Background: an optimization exercise with open tools, aiming at small area. Do not read the settings as production practice.
The RTL was checked by simulation tests, not by an equivalence proof against the original design.
Power figures rest on the tool's default switching activity, not on a simulated workload.

## tundra
==> flow/design.v <==
`timescale 1ns/100ps
`default_nettype none
package pipe_types_pkg;
    typedef enum logic [2:0] {
        OP_ADDI,
        OP_CINCOFFSET,
        OP_CSUB,
        OP_CMOVE,
        OP_CCLEARTAG,
        OP_CGETTAG,
        OP_ILLEGAL
    } op_e;
endpackage
`default_nettype wire
`timescale 1ns/100ps
`default_nettype none
module insn_decoder (
    input  wire logic [32-1:0] insn,
    output logic [2:0]                  op
);
    logic [6:0] opcode;
    logic [2:0] funct3;
    logic [6:0] funct7;
    logic [4:0] rs2;
    assign opcode = insn[6:0];
    assign funct3 = insn[14:12];
    assign rs2    = insn[24:20];
    assign funct7 = insn[31:25];
    always_comb begin
        op = pipe_types_pkg::OP_ILLEGAL;
        if (opcode == 7'b0010011 && funct3 == 3'b000) begin
            op = pipe_types_pkg::OP_ADDI;
        end else if (opcode == 7'b1011011 && funct3 == 3'b000) begin
            case (funct7)
                7'b0010001: op = pipe_types_pkg::OP_CINCOFFSET;
                7'b0010100:       op = pipe_types_pkg::OP_CSUB;
                7'b1111111: begin
                    case (rs2)
                        5'h0a:     op = pipe_types_pkg::OP_CMOVE;
                        5'h0b: op = pipe_types_pkg::OP_CCLEARTAG;
                        5'h04:   op = pipe_types_pkg::OP_CGETTAG;
                        default:          op = pipe_types_pkg::OP_ILLEGAL;
                    endcase
                end
                default: op = pipe_types_pkg::OP_ILLEGAL;
            endcase
        end
    end
endmodule
`default_nettype wire
`timescale 1ns/100ps
`default_nettype none
module rf_ao3n (
    input  wire logic [2:0] a,
    input  wire logic [2:0] s,
    output logic            y_n
);
    assign y_n = ~|(a & s);
endmodule
module rf_ao1n (
    input  wire logic a,
    input  wire logic s,
    output logic      y_n
);
    assign y_n = ~(a & s);
endmodule
module rf_or11n (
    input  wire logic [10:0] t_n,
    output logic             y
);
    assign y = ~&t_n;
endmodule
module rf_or12n (
    input  wire logic [11:0] t_n,
    output logic             y
);
    assign y = ~&t_n;
endmodule
module rf_rdbit #(
    parameter int W = 32
) (
    input  wire logic [W-1:0] a,
    input  wire logic [W-1:0] s,
    output logic              y
);
    for (genvar g = 0; g < 10; g++) begin : g_ao3
        logic t_n;
        rf_ao3n u (.a(a[3*g +: 3]), .s(s[3*g +: 3]), .y_n(t_n));
    end
    if (W == 33) begin : g_w33
        logic t_n;
        rf_ao3n u30 (.a(a[32:30]), .s(s[32:30]), .y_n(t_n));
        rf_or11n u_or (
            .t_n ({t_n, g_ao3[9].t_n, g_ao3[8].t_n, g_ao3[7].t_n, g_ao3[6].t_n,
                   g_ao3[5].t_n, g_ao3[4].t_n, g_ao3[3].t_n, g_ao3[2].t_n,
                   g_ao3[1].t_n, g_ao3[0].t_n}),
            .y   (y)
        );
    end else begin : g_w32
        logic [1:0] t_n;
        rf_ao1n u30 (.a(a[30]), .s(s[30]), .y_n(t_n[0]));
        rf_ao1n u31 (.a(a[31]), .s(s[31]), .y_n(t_n[1]));
        rf_or12n u_or (
            .t_n ({t_n, g_ao3[9].t_n, g_ao3[8].t_n, g_ao3[7].t_n, g_ao3[6].t_n,
                   g_ao3[5].t_n, g_ao3[4].t_n, g_ao3[3].t_n, g_ao3[2].t_n,
                   g_ao3[1].t_n, g_ao3[0].t_n}),
            .y   (y)
        );
    end
endmodule
module operand_stage (
    input  wire logic                 CLK,
    input  wire logic                 rst_n,
    input  wire logic                 we,
    input  wire logic [4:0]           wr,
    input  wire logic                 wtag,
    input  wire logic [32-1:0]  waddr,
    input  wire logic                 fwd1,
    input  wire logic                 fwd2,
    input  wire logic [4:0]           r1,
    input  wire logic                 r1_en,
    input  wire logic                 x1_sel,
    output logic [32-1:0]       r1_addr,
    output logic                      r1_tag,
    input  wire logic [4:0]           r2,
    input  wire logic                 r2_en,
    input  wire logic                 imm_sel,
    input  wire logic [11:0]          imm,
    output logic [32-1:0]       r2_addr
);
    logic [31:1]         tags;
    logic [32-1:0] addrs [1:31];
    logic [31:1]         wen;
    for (genvar i = 1; i < 32; i++) begin : g_reg
        assign wen[i] = we && wr == i;
        always_ff @(posedge CLK) begin
            if (wen[i] || !rst_n) begin
                tags[i]  <= wtag || !rst_n;
                addrs[i] <= rst_n ? waddr : '0;
            end
        end
    end
    logic [31:1] sel1, sel2, dec1;
    logic        en1, en2, fsel1, fsel2;
    assign en1   = r1_en && !fwd1;
    assign en2   = r2_en && !fwd2;
    assign fsel1 = r1_en && fwd1;
    assign fsel2 = r2_en && fwd2;
    for (genvar i = 1; i < 32; i++) begin : g_sel
        assign dec1[i] = (r1 == i);
        assign sel1[i] = dec1[i] && en1;
        assign sel2[i] = (r2 == i) && en2;
    end
    always_comb begin
        r1_tag = 1'b0;
        for (int i = 1; i < 32; i++) begin
            if (dec1[i] && tags[i]) r1_tag = 1'b1;
        end
        if (fwd1) r1_tag = wtag;
    end
    logic [32-1:0] immx;
    assign immx = {{(32-12){imm[11]}}, imm};
    for (genvar b = 0; b < 32; b++) begin : g_bit
        logic [30:0] d;
        for (genvar i = 1; i < 32; i++) begin : g_d
            assign d[i-1] = addrs[i][b];
        end
        if (b == 0) begin : g_p1x
            rf_rdbit #(.W(33)) u1 (.a({r1_tag, waddr[b], d}), .s({x1_sel, fsel1, sel1}), .y(r1_addr[b]));
        end else begin : g_p1
            rf_rdbit #(.W(32)) u1 (.a({waddr[b], d}), .s({fsel1, sel1}), .y(r1_addr[b]));
        end
        rf_rdbit #(.W(33)) u2 (.a({immx[b], waddr[b], d}), .s({imm_sel, fsel2, sel2}), .y(r2_addr[b]));
    end
endmodule
`default_nettype wire
`timescale 1ns/100ps
`default_nettype none
module cap_alu_ctl (
    input  wire logic [2:0] op,
    output logic            a_en,
    output logic            x1_sel,
    output logic            b_en,
    output logic            imm_sel,
    output logic            sub,
    output logic            keep_tag
);
    logic exc;
    assign exc     = (op == pipe_types_pkg::OP_ILLEGAL) || (op == 3'd7);
    assign sub     = (op == pipe_types_pkg::OP_CSUB);
    assign x1_sel  = (op == pipe_types_pkg::OP_CGETTAG);
    assign imm_sel = (op == pipe_types_pkg::OP_ADDI);
    assign a_en    = !exc && !x1_sel;
    assign b_en    = (op == pipe_types_pkg::OP_CINCOFFSET) || sub;
    assign keep_tag = (op == pipe_types_pkg::OP_CINCOFFSET) ||
                      (op == pipe_types_pkg::OP_CMOVE);
endmodule
module cap_alu_stage (
    input  wire logic                 sub,
    input  wire logic [32-1:0]  a,
    input  wire logic [32-1:0]  b,
    output logic [32-1:0]       res_addr
);
    logic [32-1:0] bx, p, g, gg, pp, c;
    assign bx = b ^ {32{sub}};
    assign p  = a ^ bx;
    assign g  = a & bx;
    always_comb begin
        gg = g;
        pp = p;
        gg[0] = g[0] | (p[0] & sub);
        for (int l = 0; l < 5; l++) begin
            for (int i = (2 << l) - 1; i < 32; i += (2 << l)) begin
                gg[i] = gg[i] | (pp[i] & gg[i - (1 << l)]);
                pp[i] = pp[i] & pp[i - (1 << l)];
            end
        end
        for (int l = 3; l >= 0; l--) begin
            for (int i = (3 << l) - 1; i < 32; i += (2 << l)) begin
                gg[i] = gg[i] | (pp[i] & gg[i - (1 << l)]);
                pp[i] = pp[i] & pp[i - (1 << l)];
            end
        end
    end
    assign c        = {gg[32-2:0], sub};
    assign res_addr = p ^ c;
endmodule
`default_nettype wire
`timescale 1ns/100ps
`default_nettype none
module cap_pipe_top (
    input  wire logic                CLK,
    input  wire logic                rst_n,
    input  wire logic                insn_valid,
    input  wire logic [31:0]         insn,
    output logic                     retire_valid,
    output logic [38:0]              retire    
);
    logic [2:0]  op0;
    logic [2:0]  op1;
    logic        v1, v2;
    logic [4:0]  rd1, rd2, rs1_1, rs1_2;
    logic [11:0] imm1, imm2;    
    logic        a_en1, x1_sel1, b_en1, imm_sel1, sub1, keep1;
    logic        a_en, x1_sel, b_en, imm_sel, sub, keep, exc;
    logic        c1_tag, res_tag;
    logic [31:0] c1_addr, c2_addr, res_addr;
    logic        we;
    logic        we_next, fwd1, fwd2;
    assign exc     = !a_en && !x1_sel;    
    assign we_next = v2 && !exc && rd2 != 5'd0;
    assign we      = retire_valid && !retire[0] && retire[38:34] != 5'd0;
    assign res_tag = c1_tag && keep;
    insn_decoder decoder_i (
        .insn (insn),
        .op   (op0)
    );
    always_ff @(posedge CLK or negedge rst_n) begin
        if (!rst_n) begin
            v1           <= 1'b0;
            v2           <= 1'b0;
            retire_valid <= 1'b0;
        end else begin
            v1           <= insn_valid;
            v2           <= v1;
            retire_valid <= v2;
        end
    end
    always_ff @(posedge CLK) begin
        op1   <= op0;
        rd1   <= insn[11:7];
        rs1_1 <= insn[19:15];
        imm1  <= insn[31:20];
        a_en    <= a_en1;
        x1_sel  <= x1_sel1;
        b_en    <= b_en1;
        imm_sel <= imm_sel1;
        sub     <= sub1;
        keep    <= keep1;
        fwd1    <= we_next && rs1_1 == rd2;
        fwd2    <= we_next && imm1[4:0] == rd2;
        rd2   <= rd1;
        rs1_2 <= rs1_1;
        imm2  <= imm1;
        retire <= {rd2, res_tag, res_addr, exc};
    end
    cap_alu_ctl ctl_i (
        .op       (op1),
        .a_en     (a_en1),
        .x1_sel   (x1_sel1),
        .b_en     (b_en1),
        .imm_sel  (imm_sel1),
        .sub      (sub1),
        .keep_tag (keep1)
    );
    operand_stage operand_i (
        .CLK     (CLK),
        .rst_n   (rst_n),
        .we      (we),
        .wr      (retire[38:34]),
        .wtag    (retire[33]),
        .waddr   (retire[32:1]),
        .fwd1    (fwd1),
        .fwd2    (fwd2),
        .r1      (rs1_2),
        .r1_en   (a_en),
        .x1_sel  (x1_sel),
        .r1_addr (c1_addr),
        .r1_tag  (c1_tag),
        .r2      (imm2[4:0]),
        .r2_en   (b_en),
        .imm_sel (imm_sel),
        .imm     (imm2),
        .r2_addr (c2_addr)
    );
    cap_alu_stage alu_i (
        .sub      (sub),
        .a        (c1_addr),
        .b        (c2_addr),
        .res_addr (res_addr)
    );
endmodule
`default_nettype wire
clock: 6.0 ns
lec_check: 0
cap_margin: 20
core_margin: 2
core_utilization: 62
place_density: 0.72
slew_margin: 20
synth_hierarchical: 1
standard.sh (not shown) runs the stock make flow with config.mk's settings and CLKGATE_MAP_FILE= SYNTH_SCRIPT=/design/flow/synth_recipe.tcl, a recipe that flattens the netlist after the stock synthesis.
==> flow/flow/run.sh <==
#!/bin/bash
# The standard ORFS layout (standard.sh, standard synthesis unchanged) with
# these changes: 1x port buffers; a clock tree of 16x leaf buffers that
# each take up to 30 sinks within 70 um, without dummy loads; and, at
# global routing, downsizing of gates off the critical paths
# (RECOVER_POWER) followed by post_grt.tcl, which repairs the slew,
# capacitance and timing violations that may leave and re-routes.
# make's output goes to standard.log here; each ORFS step keeps its own
# log under orfs/logs.
set -euo pipefail
cd "$(dirname "$0")/.."
export BUFFER_PORTS_ARGS="-buffer_cell sky130_fd_sc_hd__buf_1"
export CTS_ARGS="-sink_clustering_enable -repair_clock_nets -dont_use_dummy_load -sink_clustering_size 30 -sink_clustering_max_diameter 70 -buf_list sky130_fd_sc_hd__clkbuf_16"
export RECOVER_POWER=100
export POST_GLOBAL_ROUTE_TCL="$PWD/flow/post_grt.tcl"
bash standard.sh > standard.log 2>&1
==> flow/flow/post_grt.tcl <==
# After power recovery (downsizing off the critical paths), repair the
# max slew / max capacitance violations it may leave and any timing
# violation, then re-legalise, re-route the changed nets and rewrite the
# route guides.
log_cmd global_route -start_incremental
repair_design_helper
log_cmd detailed_placement
log_cmd global_route -end_incremental \
  -congestion_report_file $::env(REPORTS_DIR)/congestion_post_hook_design.rpt
log_cmd estimate_parasitics -global_routing
repair_timing_helper
log_cmd global_route -start_incremental
log_cmd detailed_placement
log_cmd global_route -end_incremental \
  -congestion_report_file $::env(REPORTS_DIR)/congestion_post_hook_timing.rpt
log_cmd estimate_parasitics -global_routing
report_check_types -max_slew -max_capacitance
report_worst_slack -max
write_guides $::env(RESULTS_DIR)/route.guide
Changes in raven relative to tundra:
- CORE_UTILIZATION: 62 -> 55
- PLACE_DENSITY: 0.72 -> 0.65
### Flow results
- Total number of cells along the worst setup path, raven and tundra: smaller value in tundra
- On power, raven and tundra are basically level.
- tundra -> raven: standby leakage power increased slightly
- Row largest stage delay on the critical path: raven lower / tundra higher
- raven vs tundra — met1 usage in global routing dropped 2.9 points.
- Against tundra as the reference, raven delivers a higher net switching power.
## Diff of input files: xenon against raven
-- flow/flow/run.sh --
<<< raven, line 3
# these changes: 1x port buffers; a clock tree of 16x leaf buffers that
# each take up to 30 sinks within 70 um, without dummy loads; and, at
# global routing, downsizing of gates off the critical paths
# (RECOVER_POWER) followed by post_grt.tcl, which repairs the slew,
# capacitance and timing violations that may leave and re-routes.
>>> xenon, line 3
# two changes: 1x port buffers, and a clock tree of 16x leaf buffers that
# each take up to 30 sinks within 70 um, without dummy loads.
<<< raven, line 14
export RECOVER_POWER=100
export POST_GLOBAL_ROUTE_TCL="$PWD/flow/post_grt.tcl"
>>> xenon, line 11
removed: flow/flow/post_grt.tcl
## What came out
- xenon and raven ended up with nearly the same vias after detailed routing.
- Diff raven..xenon | total power draw | negligible
- Count of antenna diodes in the layout: xenon lower than raven
- Final cell count without fillers delta (raven -> xenon): insignificant
- From xenon to raven, share of flip-flops with an asynchronous set or reset did not move at all.
- The non-clock buffer count in xenon sits 9 below the value recorded for raven.

[port drivers added, routing unchanged]
How much do the figures lean on ideal ports? The routed layouts below were timed once more, with nothing changed but the port constraints.
Step 1: set_driving_cell puts a clkbuf_16 on CLK and a buf_2 on each other input, an assumption about the parent block.
Step 2, shift: input delay + t, output delay - t, t = (earliest + latest rising clock arrival at the registers) / 2. This alone moves slack from input paths to output paths.
Three values: ideal, step 1, step 2; two values: the first two.
| run | shift t [ns] | setup slack, ns | latest minus earliest clock arrival (ns) | worst data-port slew with drivers (ns) |
|---|---|---|---|---|
| tundra | 0.709 | 0.340 / 0.340 / 0.340 | 0.069 / 0.069 | 0.04 |
| raven | 0.714 | 0.301 / 0.301 / 0.301 | 0.075 / 0.075 | 0.04 |
| xenon | 0.716 | 0.347 / 0.347 / 0.347 | 0.078 / 0.078 | 0.04 |
After both steps every run listed still meets setup and hold.
